Source: an optimization exercise on an open RTL-to-GDS flow (aim: small area, a short achievable clock period and few clock cycles). Production flows keep margins and buffers that such runs may drop. The RTL was checked by simulation tests, not by an equivalence proof against the original design. Power figures rest on the tool's default switching activity, not on a simulated workload.

### flow/design.v
package tetris_map_pkg;
    localparam int ROWS       = 14;
    localparam int COLS       = 10;
    localparam int COL_OFS    = 5;
    localparam int ROW_STRIDE = 20;
    localparam int MAP_W      = 360;
    localparam int IDX_W      = $clog2(MAP_W);
    localparam int PTR_W      = 4;
    localparam int LC_W       = 4;
    function automatic [IDX_W-1:0] idx(input integer r, input integer c);
        idx = COL_OFS + ROW_STRIDE * r + c;
    endfunction
endpackage
module row_full_detect
(
    input  logic [tetris_map_pkg::COLS-1:0] row_bits,
    output logic                            row_full
);
    assign row_full = &row_bits;
endmodule
module lc_compact
(
    input  logic [139:0] rows,
    input  logic [13:0] full,
    input  logic en,
    output logic [139:0] out,
    output logic [14:0]   cnt_oh
);
    wire [9:0] rw1 = rows[0 +: 10] & {10{~full[0]}};
    wire [9:0] rw2 = rows[10 +: 10] & {10{~full[1]}};
    wire s3 = ~full[1];
    wire s4 = full[1];
    wire [9:0] m5 = ({10{s3}} & rw1);
    wire [9:0] m6 = rw2 | ({10{s4}} & rw1);
    wire c7 = (~full[0] & ~full[1]);
    wire c8 = (~full[0] & full[1]) | (full[0] & ~full[1]);
    wire c9 = (full[0] & full[1]);
    wire [9:0] rw10 = rows[20 +: 10] & {10{~full[2]}};
    wire [9:0] rw11 = rows[30 +: 10] & {10{~full[3]}};
    wire s12 = ~full[3];
    wire s13 = full[3];
    wire [9:0] m14 = ({10{s12}} & rw10);
    wire [9:0] m15 = rw11 | ({10{s13}} & rw10);
    wire c16 = (~full[2] & ~full[3]);
    wire c17 = (~full[2] & full[3]) | (full[2] & ~full[3]);
    wire c18 = (full[2] & full[3]);
    wire [9:0] rw19 = rows[40 +: 10] & {10{~full[4]}};
    wire [9:0] rw20 = rows[50 +: 10] & {10{~full[5]}};
    wire s21 = ~full[5];
    wire s22 = full[5];
    wire [9:0] m23 = ({10{s21}} & rw19);
    wire [9:0] m24 = rw20 | ({10{s22}} & rw19);
    wire c25 = (~full[4] & ~full[5]);
    wire c26 = (~full[4] & full[5]) | (full[4] & ~full[5]);
    wire c27 = (full[4] & full[5]);
    wire s28 = c25;
    wire s29 = c26;
    wire s30 = c27;
    wire [9:0] m31 = ({10{s28}} & m14);
    wire [9:0] m32 = ({10{s28}} & m15) | ({10{s29}} & m14);
    wire [9:0] m33 = m23 | ({10{s29}} & m15) | ({10{s30}} & m14);
    wire [9:0] m34 = m24 | ({10{s30}} & m15);
    wire c35 = (c16 & c25);
    wire c36 = (c16 & c26) | (c17 & c25);
    wire c37 = (c16 & c27) | (c17 & c26) | (c18 & c25);
    wire c38 = (c17 & c27) | (c18 & c26);
    wire c39 = (c18 & c27);
    wire s40 = c35;
    wire s41 = c36;
    wire s42 = c37;
    wire s43 = c38;
    wire s44 = c39;
    wire [9:0] m45 = ({10{s40}} & m5);
    wire [9:0] m46 = ({10{s40}} & m6) | ({10{s41}} & m5);
    wire [9:0] m47 = m31 | ({10{s41}} & m6) | ({10{s42}} & m5);
    wire [9:0] m48 = m32 | ({10{s42}} & m6) | ({10{s43}} & m5);
    wire [9:0] m49 = m33 | ({10{s43}} & m6) | ({10{s44}} & m5);
    wire [9:0] m50 = m34 | ({10{s44}} & m6);
    wire c51 = (c7 & c35);
    wire c52 = (c7 & c36) | (c8 & c35);
    wire c53 = (c7 & c37) | (c8 & c36) | (c9 & c35);
    wire c54 = (c7 & c38) | (c8 & c37) | (c9 & c36);
    wire c55 = (c7 & c39) | (c8 & c38) | (c9 & c37);
    wire c56 = (c8 & c39) | (c9 & c38);
    wire c57 = (c9 & c39);
    wire [9:0] rw58 = rows[60 +: 10] & {10{~full[6]}};
    wire [9:0] rw59 = rows[70 +: 10] & {10{~full[7]}};
    wire s60 = ~full[7];
    wire s61 = full[7];
    wire [9:0] m62 = ({10{s60}} & rw58);
    wire [9:0] m63 = rw59 | ({10{s61}} & rw58);
    wire c64 = (~full[6] & ~full[7]);
    wire c65 = (~full[6] & full[7]) | (full[6] & ~full[7]);
    wire c66 = (full[6] & full[7]);
    wire [9:0] rw67 = rows[80 +: 10] & {10{~full[8]}};
    wire [9:0] rw68 = rows[90 +: 10] & {10{~full[9]}};
    wire s69 = ~full[9];
    wire s70 = full[9];
    wire [9:0] m71 = ({10{s69}} & rw67);
    wire [9:0] m72 = rw68 | ({10{s70}} & rw67);
    wire c73 = (~full[8] & ~full[9]);
    wire c74 = (~full[8] & full[9]) | (full[8] & ~full[9]);
    wire c75 = (full[8] & full[9]);
    wire s76 = c73;
    wire s77 = c74;
    wire s78 = c75;
    wire [9:0] m79 = ({10{s76}} & m62);
    wire [9:0] m80 = ({10{s76}} & m63) | ({10{s77}} & m62);
    wire [9:0] m81 = m71 | ({10{s77}} & m63) | ({10{s78}} & m62);
    wire [9:0] m82 = m72 | ({10{s78}} & m63);
    wire c83 = (c64 & c73);
    wire c84 = (c64 & c74) | (c65 & c73);
    wire c85 = (c64 & c75) | (c65 & c74) | (c66 & c73);
    wire c86 = (c65 & c75) | (c66 & c74);
    wire c87 = (c66 & c75);
    wire [9:0] rw88 = rows[100 +: 10] & {10{~full[10]}};
    wire [9:0] rw89 = rows[110 +: 10] & {10{~full[11]}};
    wire s90 = ~full[11];
    wire s91 = full[11];
    wire [9:0] m92 = ({10{s90}} & rw88);
    wire [9:0] m93 = rw89 | ({10{s91}} & rw88);
    wire c94 = (~full[10] & ~full[11]);
    wire c95 = (~full[10] & full[11]) | (full[10] & ~full[11]);
    wire c96 = (full[10] & full[11]);
    wire [9:0] rw97 = rows[120 +: 10] & {10{~full[12]}};
    wire [9:0] rw98 = rows[130 +: 10] & {10{~full[13] & en}};
    wire s99 = ~full[13] & en;
    wire s100 = full[13] & en;
    wire [9:0] m101 = ({10{s99}} & rw97);
    wire [9:0] m102 = rw98 | ({10{s100}} & rw97);
    wire c103 = (~full[12] & ~full[13]);
    wire c104 = (~full[12] & full[13]) | (full[12] & ~full[13]);
    wire c105 = (full[12] & full[13]);
    wire s106 = c103 & en;
    wire s107 = c104 & en;
    wire s108 = c105 & en;
    wire [9:0] m109 = ({10{s106}} & m92);
    wire [9:0] m110 = ({10{s106}} & m93) | ({10{s107}} & m92);
    wire [9:0] m111 = m101 | ({10{s107}} & m93) | ({10{s108}} & m92);
    wire [9:0] m112 = m102 | ({10{s108}} & m93);
    wire c113 = (c94 & c103);
    wire c114 = (c94 & c104) | (c95 & c103);
    wire c115 = (c94 & c105) | (c95 & c104) | (c96 & c103);
    wire c116 = (c95 & c105) | (c96 & c104);
    wire c117 = (c96 & c105);
    wire s118 = c113 & en;
    wire s119 = c114 & en;
    wire s120 = c115 & en;
    wire s121 = c116 & en;
    wire s122 = c117 & en;
    wire [9:0] m123 = ({10{s118}} & m79);
    wire [9:0] m124 = ({10{s118}} & m80) | ({10{s119}} & m79);
    wire [9:0] m125 = ({10{s118}} & m81) | ({10{s119}} & m80) | ({10{s120}} & m79);
    wire [9:0] m126 = ({10{s118}} & m82) | ({10{s119}} & m81) | ({10{s120}} & m80) | ({10{s121}} & m79);
    wire [9:0] m127 = m109 | ({10{s119}} & m82) | ({10{s120}} & m81) | ({10{s121}} & m80) | ({10{s122}} & m79);
    wire [9:0] m128 = m110 | ({10{s120}} & m82) | ({10{s121}} & m81) | ({10{s122}} & m80);
    wire [9:0] m129 = m111 | ({10{s121}} & m82) | ({10{s122}} & m81);
    wire [9:0] m130 = m112 | ({10{s122}} & m82);
    wire c131 = (c83 & c113);
    wire c132 = (c83 & c114) | (c84 & c113);
    wire c133 = (c83 & c115) | (c84 & c114) | (c85 & c113);
    wire c134 = (c83 & c116) | (c84 & c115) | (c85 & c114) | (c86 & c113);
    wire c135 = (c83 & c117) | (c84 & c116) | (c85 & c115) | (c86 & c114) | (c87 & c113);
    wire c136 = (c84 & c117) | (c85 & c116) | (c86 & c115) | (c87 & c114);
    wire c137 = (c85 & c117) | (c86 & c116) | (c87 & c115);
    wire c138 = (c86 & c117) | (c87 & c116);
    wire c139 = (c87 & c117);
    wire s140 = c131;
    wire s141 = c132;
    wire s142 = c133;
    wire s143 = c134;
    wire s144 = c135;
    wire s145 = c136;
    wire s146 = c137;
    wire s147 = c138;
    wire s148 = c139;
    wire s149 = s140 | s143 | s146;
    wire s150 = s141 | s144 | s147;
    wire s151 = s142 | s145 | s148;
    wire s152 = (s140 | s141 | s142) & en;
    wire s153 = (s143 | s144 | s145) & en;
    wire s154 = (s146 | s147 | s148) & en;
    wire [9:0] t155 = ({10{s149}} & m45);
    wire [9:0] t156 = ({10{s149}} & m46) | ({10{s150}} & m45);
    wire [9:0] t157 = ({10{s149}} & m47) | ({10{s150}} & m46) | ({10{s151}} & m45);
    wire [9:0] t158 = ({10{s149}} & m48) | ({10{s150}} & m47) | ({10{s151}} & m46);
    wire [9:0] t159 = ({10{s149}} & m49) | ({10{s150}} & m48) | ({10{s151}} & m47);
    wire [9:0] t160 = ({10{s149}} & m50) | ({10{s150}} & m49) | ({10{s151}} & m48);
    wire [9:0] t161 = ({10{s150}} & m50) | ({10{s151}} & m49);
    wire [9:0] t162 = ({10{s151}} & m50);
    wire [9:0] m163 = ({10{s152}} & t155);
    wire [9:0] m164 = ({10{s152}} & t156);
    wire [9:0] m165 = ({10{s152}} & t157);
    wire [9:0] m166 = ({10{s152}} & t158) | ({10{s153}} & t155);
    wire [9:0] m167 = ({10{s152}} & t159) | ({10{s153}} & t156);
    wire [9:0] m168 = ({10{s152}} & t160) | ({10{s153}} & t157);
    wire [9:0] m169 = m123 | ({10{s152}} & t161) | ({10{s153}} & t158) | ({10{s154}} & t155);
    wire [9:0] m170 = m124 | ({10{s152}} & t162) | ({10{s153}} & t159) | ({10{s154}} & t156);
    wire [9:0] m171 = m125 | ({10{s153}} & t160) | ({10{s154}} & t157);
    wire [9:0] m172 = m126 | ({10{s153}} & t161) | ({10{s154}} & t158);
    wire [9:0] m173 = m127 | ({10{s153}} & t162) | ({10{s154}} & t159);
    wire [9:0] m174 = m128 | ({10{s154}} & t160);
    wire [9:0] m175 = m129 | ({10{s154}} & t161);
    wire [9:0] m176 = m130 | ({10{s154}} & t162);
    wire c177 = (c51 & c131);
    wire c178 = (c51 & c132) | (c52 & c131);
    wire c179 = (c51 & c133) | (c52 & c132) | (c53 & c131);
    wire c180 = (c51 & c134) | (c52 & c133) | (c53 & c132) | (c54 & c131);
    wire c181 = (c51 & c135) | (c52 & c134) | (c53 & c133) | (c54 & c132) | (c55 & c131);
    wire c182 = (c51 & c136) | (c52 & c135) | (c53 & c134) | (c54 & c133) | (c55 & c132) | (c56 & c131);
    wire c183 = (c51 & c137) | (c52 & c136) | (c53 & c135) | (c54 & c134) | (c55 & c133) | (c56 & c132) | (c57 & c131);
    wire c184 = (c51 & c138) | (c52 & c137) | (c53 & c136) | (c54 & c135) | (c55 & c134) | (c56 & c133) | (c57 & c132);
    wire c185 = (c51 & c139) | (c52 & c138) | (c53 & c137) | (c54 & c136) | (c55 & c135) | (c56 & c134) | (c57 & c133);
    wire c186 = (c52 & c139) | (c53 & c138) | (c54 & c137) | (c55 & c136) | (c56 & c135) | (c57 & c134);
    wire c187 = (c53 & c139) | (c54 & c138) | (c55 & c137) | (c56 & c136) | (c57 & c135);
    wire c188 = (c54 & c139) | (c55 & c138) | (c56 & c137) | (c57 & c136);
    wire c189 = (c55 & c139) | (c56 & c138) | (c57 & c137);
    wire c190 = (c56 & c139) | (c57 & c138);
    wire c191 = (c57 & c139);
    assign out[0 +: 10] = m163;
    assign out[10 +: 10] = m164;
    assign out[20 +: 10] = m165;
    assign out[30 +: 10] = m166;
    assign out[40 +: 10] = m167;
    assign out[50 +: 10] = m168;
    assign out[60 +: 10] = m169;
    assign out[70 +: 10] = m170;
    assign out[80 +: 10] = m171;
    assign out[90 +: 10] = m172;
    assign out[100 +: 10] = m173;
    assign out[110 +: 10] = m174;
    assign out[120 +: 10] = m175;
    assign out[130 +: 10] = m176;
    assign cnt_oh[0] = c177;
    assign cnt_oh[1] = c178;
    assign cnt_oh[2] = c179;
    assign cnt_oh[3] = c180;
    assign cnt_oh[4] = c181;
    assign cnt_oh[5] = c182;
    assign cnt_oh[6] = c183;
    assign cnt_oh[7] = c184;
    assign cnt_oh[8] = c185;
    assign cnt_oh[9] = c186;
    assign cnt_oh[10] = c187;
    assign cnt_oh[11] = c188;
    assign cnt_oh[12] = c189;
    assign cnt_oh[13] = c190;
    assign cnt_oh[14] = c191;
endmodule
module line_clear_ctrl_module
(
    input  logic                   clk,
    input  logic                   rst,
    input  logic                   start,
    input  logic                   vblank,
    input  logic [tetris_map_pkg::MAP_W-1:0]       fixed_square_map,
    output logic                   busy,
    output logic [tetris_map_pkg::MAP_W-1:0]       map_out,
    output logic                   map_we,
    output logic                   done,
    output logic [tetris_map_pkg::LC_W-1:0]        lines_cleared
);
    localparam int ROWS = tetris_map_pkg::ROWS;
    localparam int COLS = tetris_map_pkg::COLS;
    logic [ROWS*COLS-1:0] rows;
    logic [ROWS*COLS-1:0] cmp;
    logic [ROWS-1:0]  full;
    logic [ROWS:0]    cnt_oh;
    logic [3:0]       k;
    logic             any_full;
    logic [tetris_map_pkg::MAP_W-1:0] result;
    logic                             busy_q;
    logic                             done_q;
    logic                             we_q;
    logic [tetris_map_pkg::LC_W-1:0]  lines_q;
    logic [tetris_map_pkg::MAP_W-1:0] map_out_q;
    logic                             accept;
    for (genvar r = 0; r < ROWS; r++) begin : g_det
        assign rows[r*COLS +: COLS] = fixed_square_map[tetris_map_pkg::idx(r, 0) +: COLS];
        row_full_detect u_detect (
            .row_bits (rows[r*COLS +: COLS]),
            .row_full (full[r])
        );
    end
    lc_compact u_compact (
        .rows   (rows),
        .full   (full),
        .en     (accept),
        .out    (cmp),
        .cnt_oh (cnt_oh)
    );
    always_comb begin
        k = '0;
        for (int c = 1; c <= ROWS; c++) k |= {4{cnt_oh[c]}} & 4'(c);
        any_full = |full;
        result = fixed_square_map;
        for (int r = 0; r < ROWS; r++)
            result[tetris_map_pkg::idx(r, 0) +: COLS] = cmp[r*COLS +: COLS]
                | ({COLS{~accept}} & map_out_q[tetris_map_pkg::idx(r, 0) +: COLS]);
    end
    assign accept = start & ~busy_q;
    function automatic logic is_field(input int i);
        is_field = (i >= tetris_map_pkg::COL_OFS)
                && (i < tetris_map_pkg::COL_OFS + tetris_map_pkg::ROW_STRIDE * ROWS)
                && ((i - tetris_map_pkg::COL_OFS) % tetris_map_pkg::ROW_STRIDE < COLS);
    endfunction
    always_ff @(posedge clk or posedge rst) begin
        if (rst) begin
            busy_q <= 1'b0;
            done_q <= 1'b0;
            we_q   <= 1'b0;
        end else if (accept) begin
            busy_q <= any_full & ~vblank;
            done_q <= ~any_full | vblank;
            we_q   <= any_full & vblank;
        end else if (busy_q) begin
            busy_q <= ~vblank;
            done_q <= vblank;
            we_q   <= vblank;
        end else begin
            done_q <= 1'b0;
            we_q   <= 1'b0;
        end
    end
    always_ff @(posedge clk) begin
        for (int i = 0; i < tetris_map_pkg::MAP_W; i++)
            if (accept || is_field(i)) map_out_q[i] <= result[i];
        if (accept) lines_q <= k;
    end
    assign busy          = busy_q;
    assign done          = done_q;
    assign map_we        = we_q;
    assign map_out       = map_out_q;
    assign lines_cleared = lines_q;
endmodule
### flow/flow/run.sh
#!/bin/bash
# The standard layout (standard.sh: the standard flow's synthesis and ORFS flow), with the
# port buffers made as plain sky130 buf_1 cells instead of the delay buffer
# ORFS picks by default. Each step's log is kept under orfs/logs; make's own
# output goes to standard.log.
set -euo pipefail
bash standard.sh "BUFFER_PORTS_ARGS=-buffer_cell sky130_fd_sc_hd__buf_1" finish > standard.log 2>&1
### flow/standard.sh
#!/bin/bash
# synth_recipe.tcl (not shown) runs the flow's synth.tcl, then flattens the netlist and writes it again
# the make line also repeats each setting of config.mk as NAME=value (left out here)
make -C /OpenROAD-flow-scripts/flow DESIGN_CONFIG=/design/flow/config.mk WORK_HOME=/design/flow/orfs CLKGATE_MAP_FILE= SYNTH_SCRIPT=/design/flow/synth_recipe.tcl "${@:-finish}"
### flow/config.mk
export PLATFORM = sky130hd
export DESIGN_NAME = line_clear_ctrl_module
export DESIGN_NICKNAME = line_clear_ctrl_module
export VERILOG_FILES = /design/flow/design.v
export SDC_FILE = /design/flow/constraint.sdc
export NUM_CORES = 4
export LEC_CHECK = 0
export ABC_AREA = 1
export CAP_MARGIN = 20
export CORE_AREA = 5 5 295 295
export CTS_BUF_LIST = sky130_fd_sc_hd__clkbuf_4 sky130_fd_sc_hd__clkbuf_8
export DIE_AREA = 0 0 300 300
export PLACE_DENSITY = 0.6
export SETUP_SLACK_MARGIN = 2.3
export SLEW_MARGIN = 20
### flow/constraint.sdc
create_clock -name core_clock -period 5.0 [get_ports {clk}]
set_input_delay 1.0000 -clock core_clock [delete_from_list [all_inputs] [get_ports {clk}]]
set_output_delay 1.0000 -clock core_clock [all_outputs]
set_load 0.01 [all_outputs]
==> notes.md, run 1 <==
logic gate share of total power 18.6%; final worst path period share 56.9%; Filler Cell Count 8881; Pleak 0.0124 uW; Syn Std Cell Area 19700 um^2; leading area contributor after synthesis edfxtp_1; dpl hpwl 109000 um; Tmin final 2840 ps; die outline height 300 um; top post-synthesis cells by area edfxtp_1, nand2_1, dfxtp_1, nand3_1, nor2_1; CTS buffer count 72; Slew Limit Fails 0; status finished clean; final WL 143000 um; area share of the largest cell type after synthesis 34.2%; Root Driver clkbuf_8; worst reg2reg path depth 9; most frequent cell after synthesis nand2_1; CTS tree done; sequential share of power 42.5%; num ports 731; maximum clock frequency 351 MHz; Routed Antenna Nets 0; Core Rows 106; reg2reg setup slack 2340 ps; Worst-Margin Slew 1210 ps; total track usage 29.2%; via/cell ratio 5.20; Fin Hold WS 167 ps; vias in the first global route 22225; hold violation count in the final report 0; global-route wire length before repair 185000 um; Synth Register Bits 367; post-DR wirelength/cell 30.6 um; final setup vio count 0; RR Startpoint busy_q; chip width 300 um; Async S/R FF share, synth 0.817%; DRC 0; critical path capture point type register; initial drt markers 3318; startpoint types input port; Net Sw Frac 33.7%; synthesized area per cell 7.43 um^2; Clk pin slew, worst setup/hold paths 60 ps; share of cells above drive strength 1 22.1%; setup TNS 0 ps; Most used DFF post-synth edfxtp_1; CTS max path bufs 3; Power, Total 8680 uW; Commonest cells post-synth nand2_1, nand3_1, edfxtp_1; Hold WC Path Type input port to asynchronous set/reset pin; synth-to-layout area growth 47.9%; vias 24229; crit path DAT 3400 ps; Post-Syn Nets 3025; Port Buffers 730; max_slew headroom 19.6%; pin count of the biggest net entering global routing 111; clock latency on the worst-skew pair 730 ps; final cell utilization of the core 34.8%; CP required 5550 ps; GP Congestion 1.02; Syn. warnings 1; Int Pwr 5760 uW; die area 90000 um^2; Core ar. 83600 um^2; peak supply drop 0.156 mV; R2R Path End map_out_q[273]; Syn Inst Count 2647; GRT Residual Overflow 0; post-synth cell types 43; Final nets 3878; Initial Utilization 23.5%; Max H-tree Level 3; crit-path max FO 7; skew final 72.7 ps; Sw Pwr 2930 uW; Seq/Total Area, Yosys 48.8%; RSZ-0062 raised after global routing true; number of enable flip-flop cells after synthesis 224; CTS sink count 367; critical path class input port to register; Power Dens Cells 298 nW/um^2; initial antenna violation count 40; Clock Power Share 38.9%; max cap viols 0; TritonRoute pass-1 iters 9
## routing by layer
metal  vias to the layer above  routed length [um]  GRT usage (%)
li1                      10520                   -              -
met1                     11449               48400           32.7
met2                      1748               66200           48.7
met3                       492               16900           10.1
met4                        20               10900           16.5
met5                         -                 147              0
## cell families (layout without fill, tap and decap cells)
| kind of cell | count (synthesis) | in the layout | share of synthesized area [%] |
|---|---|---|---|
| buffers and inverters | 251 | 1163 | 5.57 |
| and+or+nand+nor | 1796 | 1797 | 37.5 |
| AOI/OAI and AO/OA | 219 | 219 | 7.16 |
| other | 0 | 23 | 0 |
| DFF | 367 | 367 | 48.8 |
| adders and majority gates | 14 | 14 | 0.891 |
## timing repair
action                                 4_1_cts  5_1_grt
pin swaps                                   39      133
endpoints found under the hold margin        0        0
setup endpoints to repair                  146      145
resized for setup                          191      419
cloned                                      17       21
hold buffers                                 0        0
setup buffers                               54       36
## flip-flops by register name (all words and copies together) (netlist names)
| name | cells |
|---|---|
| done_q | 1 |
| lines_q | 4 |
| map_out_q | 360 |
| we_q | 1 |
| busy_q | 1 |
## per-stage QoR
step / setup WS (ps) / area, um^2 / std cells
floorplan: 1990 / 20000 / 2647
global placement: 912 / 23900 / 4378
detailed placement: 930 / 23900 / 4378
CTS: 2260 / 27000 / 4583
global route: 2090 / 29100 / 4651
finish: 2160 / 29100 / 4663
## power groups by stage
stage	combinational, uW	clock (uW)	sequential (uW)
2_1_floorplan	490	0	3810
3_3_place_gp	1450	0	3740
3_5_place_dp	1450	0	3740
4_1_cts	1490	3440	3680
5_1_grt	1690	3580	3710
6_report	1610	3380	3690
## layout make-up
class | instances | area [um^2] | area share (%)
multi-input combinational | 2030 | 10900 | 37.5
sequential | 367 | 9600 | 33.0
timing repair buffer | 904 | 5090 | 17.5
tap | 1080 | 1350 | 4.65
clock buffer | 92 | 1170 | 4.03
inverter | 123 | 520 | 1.79
clock inverter | 42 | 365 | 1.26
antenna | 23 | 57.6 | 0.198
timing repair inverter | 2 | 12.5 | 0.0430
## worst max-delay path, stage by stage
cell       delay, ps
clkbuf_2         130
nand2_2           80
nor2_4           130
nand3_2           80
buf_6            150
ha_4             270
nand2_4           70
nand3_4          130
nand2_2          100
nand3_2           90
nor2_4           190
nand3_4          140
buf_12           180
clkbuf_16        190
nand2_4           70
nand3_4          140
a21boi_2         170
nand2_1           60
## how the worst max path moves through the flow
stage	from	endpoint	slack [ps]	cells past startpoint
2_1_floorplan	fixed_square_map[33]	lines_q[1]	1990	15
3_3_place_gp	fixed_square_map[232]	map_out_q[273]	910	14
3_5_place_dp	fixed_square_map[111]	lines_q[1]	930	16
4_1_cts	fixed_square_map[206]	lines_q[2]	2260	19
5_1_grt	fixed_square_map[131]	map_out_q[110]	2090	17
6_report	fixed_square_map[233]	map_out_q[110]	2160	18
## cell usage in the layout, fill, tap and decap left out, drive strengths merged, types with 2 or more instances in the layout
| cell type | count |
|---|---|
| nor2 | 192 |
| nand2 | 1226 |
| inv | 119 |
| nand4 | 50 |
| o22ai | 2 |
| dfrtp | 3 |
| dfxtp | 140 |
| a22o | 10 |
| o21a | 11 |
| a22oi | 19 |
| bufbuf | 3 |
| ha | 14 |
| a31oi | 14 |
| clkinv | 32 |
| bufinv | 4 |
| buf | 858 |
| o211ai | 12 |
| nand3b | 5 |
| diode | 23 |
| o211a | 6 |
| o21ai | 60 |
| edfxtp | 224 |
| nor3 | 21 |
| clkbuf | 135 |
| a21oi | 53 |
| nand3 | 301 |
| a21boi | 31 |
| clkinvlp | 12 |
Testbench counts, summed over its fixed seeds: cycles 384.
==> run 2, diff against run 1 <==
==> flow/flow/run.sh (replaced) <==
#!/bin/bash
set -euo pipefail
BUF="BUFFER_PORTS_ARGS=-buffer_cell sky130_fd_sc_hd__buf_1"
bash standard.sh "$BUF" SETUP_SLACK_MARGIN=2.3 cts > standard_to_cts.log 2>&1
bash standard.sh "$BUF" SETUP_SLACK_MARGIN=0 finish > standard_finish.log 2>&1
--- a/flow/config.mk
+++ b/flow/config.mk
@@ -9,7 +9,6 @@
 export CAP_MARGIN = 20
-export CORE_AREA = 5 5 295 295
+export CORE_AREA = 5 5 235 235
 export CTS_BUF_LIST = sky130_fd_sc_hd__clkbuf_4 sky130_fd_sc_hd__clkbuf_8
-export DIE_AREA = 0 0 300 300
+export DIE_AREA = 0 0 240 240
 export PLACE_DENSITY = 0.6
-export SETUP_SLACK_MARGIN = 2.3
 export SLEW_MARGIN = 20
==> notes.md, run 2 <==
status finished clean; vias 23483; post-DR wirelength/cell 29.3 um; final WL 122000 um; M2 GR Usage 56.8%; clock latency on the worst-skew pair 710 ps; CP most frequent cell nand2_1; pin count of the biggest net entering global routing 127; Root Driver clkbuf_8; global-route wire length before repair 164000 um; Port Buffers 730; crit-path leading delay family simple AND/OR/NAND/NOR gates; top flop regs map_out_q: 360 flops, lines_q: 4 flops; worst path cell trace buf_1 > nand2_1 > nor2_1 > nand3_2 > buf_6 > inv_1 > ha_1 > nand2_1 > nand2_4 > buf_6 > nand3_1 > nand2_1 > inv_1 > nand2_1 > nand2_1 > nand3_1 > nand2_1 > nand2_1; crit-path max FO 24; GR peak layer met2; CTS buffer count 70; max_slew headroom 35.2%; buffer and inverter count on the worst path 5; GRT Residual Overflow 0; top post-synthesis cells by area edfxtp_1, nand2_1, dfxtp_1, nand3_1, nor2_1; commonest non-fill, non-tap cell in the layout nand2_1; Syn. warnings 1; area share of the largest cell type after synthesis 34.2%; Core ar. 52400 um^2; num ports 731; skew final 34.7 ps; post-synth cell types 43; post-route cell area 25800 um^2; Tmin final 2920 ps; critical path class input port to register; Routed Antenna Nets 0; vias in the first global route 21448; most frequent cells in the layout nand2_1, buf_1, nand3_1; Post-Syn Nets 3025; dpl hpwl 94000 um; hold violation count in the final report 0; Seq/Total Area, Yosys 48.8%; RSZ-0062 raised after global routing false; Max H-tree Level 3; Hold WC Path Type input port to asynchronous set/reset pin; Core Rows 84; max cap viols 0; peak supply drop 0.188 mV; Filler Cell Count 5495; Syn Std Cell Area 19700 um^2; leading area contributor after synthesis edfxtp_1; final worst path period share 58.5%; Pleak 0.0109 uW; area taken by multi-input logic gates 9600 um^2; critical path capture point type register; CP required 5610 ps; largest reg by FF count map_out_q; max reg flops 360; startpoint types input port; met1 track demand over resource 53.7%; initial antenna violation count 22; worst setup margin 2080 ps; CTS tree done; Fin Hold WS 151 ps; Post-DP Area 23300 um^2; Synth Register Bits 367; via/cell ratio 5.64; hold-fix buffers at CTS 0; share of cells above drive strength 1 11.2%; TritonRoute pass-1 iters 9; Power Dens Cells 320 nW/um^2; Final nets 3788; final setup vio count 0; crit path DAT 3530 ps; Most used DFF post-synth edfxtp_1; Slew Limit Fails 0; chip width 240 um; die area 57600 um^2; CTS sink count 367; Clk pin slew, worst setup/hold paths 60 ps; Worst-Margin Slew 969 ps; die outline height 240 um; total track usage 39.8%; Slowest-stage cell, CP ha_1; number of enable flip-flop cells after synthesis 224; most frequent cell after synthesis nand2_1; synth-to-layout area growth 31.1%; routing usage on met3 17.9%; CP max stage delay 240 ps; Initial Utilization 37.5%; GP Congestion 1.06; Placement Setup Slack 678 ps; initial drt markers 3778; Commonest cells post-synth nand2_1, nand3_1, edfxtp_1; DRC 0; Syn Inst Count 2647; Async S/R FF share, synth 0.817%; setup TNS 0 ps; maximum clock frequency 342 MHz; CTS max path bufs 3; synthesized area per cell 7.43 um^2; register area 9600 um^2
[run 2: worst paths after layout]
path | start | end | slack, ps | cells past startpoint
worst max-delay path | fixed_square_map[47] | map_out_q[232] | 2080 | 18
worst min-delay path | rst | done_q | 150 | 2
worst max register to register | busy_q | map_out_q[230] | 2430 | 9
worst min register to register | map_out_q[6] | map_out_q[6] | 450 | 2
max in group asynchronous | rst | we_q | 4710 | 2
min in group core_clock | map_out_q[6] | map_out_q[6] | 450 | 2
[run 2: layout make-up]
cell class              count  share of cell area (%)
inverters                 123                    1.94
flip-flops and latches    367                    37.2
clock inverters            24                   0.723
repair buffers            817                    14.7
diodes                     10                  0.0970
well taps                 688                    3.34
clock buffers             100                    4.75
multi-input cells        2031                    37.2
[run 2: cell families (layout without fill, tap and decap cells)]
family,count (synthesis),in the layout,share of synthesized area (%)
flip-flops,367,367,48.8
AND/OR/NAND/NOR,1796,1798,37.5
AO/OA/AOI/OAI,219,219,7.16
adder cells (fa/ha/maj),14,14,0.891
other,0,10,0
buffers and inverters,251,1064,5.57
[run 2: power by group]
part / total [uW] / internal, uW / switching [uW]
clock network: 3110 / 1650 / 1460
logic: 1420 / 394 / 1020
registers: 3730 / 3510 / 212
total: 8250 / 5560 / 2700
[run 2: metrics by stage]
stage / power [uW] / instances / util (%)
3_3_place_gp: 5120 / 3975 / 44.4
2_1_floorplan: 4300 / 2647 / -
4_1_cts: 8220 / 4150 / 49.1
3_5_place_dp: 5110 / 3975 / 44.4
6_report: 8250 / 4160 / 49.2
5_1_grt: 8490 / 4152 / 49.1
[run 2: repair_timing]
| item | 4_1_cts | 5_1_grt |
|---|---|---|
| gates resized for setup | 138 | 0 |
| setup endpoints to repair | 146 | 0 |
| hold endpoints to repair | 0 | 0 |
| buffers inserted | 40 | 0 |
[run 2: per-layer routing]
layer / vias up / part of all wire, %
met5: - / 0.033
met2: 1843 / 42
met1: 11025 / 39
li1: 10282 / -
met3: 327 / 15
met4: 6 / 4.1

[afterwards: timing with drivers on the ports]
Ports are ideal in the flow. The routed layouts listed here were re-timed in OpenROAD. Step 1 (the two cells are an assumption about what drives the block):
set clk [get_ports {clk}]
set_driving_cell -lib_cell sky130_fd_sc_hd__clkbuf_16 $clk
set_driving_cell -lib_cell sky130_fd_sc_hd__buf_2 [delete_from_list [all_inputs] $clk]
Step 2 adds t to the input delays and takes it off the output delays; t is the mean of the earliest and latest rising clock arrival at the registers after step 1. Input paths then give back, and output paths get back, about the clock's delay inside the block. Three values: ideal ports, drivers, drivers and shift; two values: the first two.
run | shift t [ns] | setup WS [ns] | worst setup path after step 2 | worst data-port slew with drivers (ns)
run 1 | 0.746 | 2.155 / 2.113 / 1.367 | input to register | 0.21
run 2 | 0.736 | 2.076 / 2.048 / 1.312 | input to register | 0.26
After both steps setup and hold are still met in every run listed. The setup slack of run 1, which loses most, moves by -0.042 ns with the drivers and by -0.788 ns with both steps.
